This is an optimization exercise on Yosys and OpenROAD, whose aim is small area, a short achievable clock period and few clock cycles per item, not a production implementation. Only simulation tests tie the RTL to the original design; equivalence was not proved.

harbor:
Design aes_block_encrypt_unit, start of the top module:
module aes_block_encrypt_unit (
	input  logic        clk,
	input  logic        arst_n,
	input  logic        start,
	output logic        busy,
	input  logic [63:0] plaintext_high,
	input  logic [63:0] plaintext_low,
	output logic        done,
	output logic [63:0] ciphertext_high,
	output logic [63:0] ciphertext_low,
	input  logic        cfg_we,
	input  logic [2:0]  cfg_index,
	input  logic [63:0] cfg_data
);
Size in the first run: ~14,000 cells after synthesis, roughly 79,000 sq um of cells after synthesis.
make LEC_CHECK=0 ABC_AREA=1 CAP_MARGIN=20 CORE_MARGIN=2 CORE_UTILIZATION=50 PLACE_DENSITY=0.65 SETUP_SLACK_MARGIN=1.7 SLEW_MARGIN=20 finish   # period 7.0 ns
run.sh (not shown) runs the stock make flow with config.mk's settings and CLKGATE_MAP_FILE= SYNTH_SCRIPT=/design/flow/synth_recipe.tcl, a recipe that flattens the netlist after the stock synthesis.
Testbench counts of harbor, summed over its fixed seeds: cycles 30,296, blocks 2,304.
Input changes introduced in yarrow (baseline for comparison: harbor):
==> flow/flow/run.sh (new file) <==
#!/bin/bash
# Layout flow: the standard flow with two changes:
# - synthesis maps with ABC's area script using "dch -f" (full choice computation) instead of
#   "dch"; the rest of synthesis, and so every register, is unchanged;
# - the buffers placement puts on every input and output port are sky130_fd_sc_hd__buf_1.
# The make output goes to standard_flow.log; each ORFS step keeps its own log under orfs/logs.
set -euo pipefail
mkdir -p scripts_mod
cp -r "$FLOW_HOME"/scripts/. scripts_mod/
sed -i 's/^dch$/dch -f/' scripts_mod/abc_area.script
bash standard.sh "SCRIPTS_DIR=$PWD/scripts_mod" "BUFFER_PORTS_ARGS=-buffer_cell sky130_fd_sc_hd__buf_1" finish > standard_flow.log 2>&1
==> flow/standard.sh (new file) <==
#!/bin/bash
# synth_recipe.tcl (not shown) runs the flow's synth.tcl, then flattens the netlist and writes it again
# the make line also repeats each setting of config.mk as NAME=value (left out here)
make -C /OpenROAD-flow-scripts/flow DESIGN_CONFIG=/design/flow/config.mk WORK_HOME=/design/flow/orfs CLKGATE_MAP_FILE= SYNTH_SCRIPT=/design/flow/synth_recipe.tcl "${@:-finish}"
--- a/flow/config.mk
+++ b/flow/config.mk
@@ -11,0 +12 @@
+export GPL_ROUTABILITY_DRIVEN = 0
@@ -13 +14 @@
-export SETUP_SLACK_MARGIN = 1.7
+export SETUP_SLACK_MARGIN = 2.0
removed: flow/run.sh
Results
Summary of yarrow over harbor: register-to-register slack went up; critical path depth went down; post-place setup slack went up. Compared to harbor, yarrow has core utilization of the finished layout 0.39 points higher. yarrow against harbor: initial detailed-routing violation count now sits lower, smallest setup slack after layout now sits higher.
Inputs modified between yarrow and indigo:
--- a/flow/config.mk
+++ b/flow/config.mk
@@ -9 +9 @@
-export CAP_MARGIN = 20
+export CAP_MARGIN = 0
@@ -12 +11,0 @@
-export GPL_ROUTABILITY_DRIVEN = 0
@@ -15 +14 @@
-export SLEW_MARGIN = 20
+export SLEW_MARGIN = 0
## What came out
indigo completed; timing, DRC and antenna clean
On indigo: number of signal-net buffers in the layout is about 8% higher than what yarrow gave.
[diff] least setup slack across all paths after layout, indigo relative to yarrow: improvement
First-pass GRT wire length delta (indigo − yarrow): unfavourable
From yarrow to indigo, total core area did not move at all.
Per the comparison of indigo with yarrow, count of input and output buffers essentially unchanged; proportion of cell area occupied by multi-input gates was more or less identical; number of fill cells in the layout picked up an extra about 1.6%; final wirelength shows an increase of about 3.4%.
#### Input delta (amber over indigo)
--- a/flow/config.mk
+++ b/flow/config.mk
@@ -9 +9 @@
-export CAP_MARGIN = 0
+export CAP_MARGIN = 20
@@ -14 +14 @@
-export SLEW_MARGIN = 0
+export SLEW_MARGIN = 20
--- outcome ---
Compared amber against indigo; flip-flop and latch share of the layout cell area within noise.
Final standard cell area without fillers: indigo vs amber, no meaningful difference
Per the comparison of amber with indigo, delay of the slowest cell on the worst path increased by 0.04 ns relative to the old numbers; met2 layer usage reported by global route closely matched the old numbers.
Any difference in worst slack on hold paths between indigo and amber is small enough to ignore.
Critical path depth, indigo and amber: larger value in amber
Fmax: amber vs indigo up 0.76%

[afterwards: timing with drivers on the ports]
The flow's constraints put no driver on any port. The routed layouts listed below were extracted and timed again, unchanged, in two steps.
Step 1 (the two cells are an assumption about what drives the block):
set clk [get_ports {clk}]
set_driving_cell -lib_cell sky130_fd_sc_hd__clkbuf_16 $clk
set_driving_cell -lib_cell sky130_fd_sc_hd__buf_2 [delete_from_list [all_inputs] $clk]
Step 2 also shifts input and output timing later by t, the mid clock arrival at the registers, as if the neighbouring blocks saw the same clock.
Slacks: ideal / step 1 / step 2; pairs: ideal / step 1.
run | t, ns | setup slack, ns | worst register clock-pin slew, ns | worst slew at a driven data input, ns | pins driven straight from the clock port
harbor | 0.818 | 1.875 / 1.875 / 1.151 | 0.07 / 0.07 | 0.24 | 1
yarrow | 0.801 | 1.997 / 1.997 / 1.600 | 0.07 / 0.07 | 0.16 | 1
indigo | 0.814 | 2.047 / 2.047 / 1.478 | 0.07 / 0.07 | 0.17 | 1
amber | 0.806 | 2.085 / 2.085 / 1.575 | 0.08 / 0.08 | 0.17 | 1
After both steps setup and hold are still met in every run listed. For harbor, which loses most, drivers alone change the setup slack by 0.000 ns; drivers and shift together by -0.724 ns.
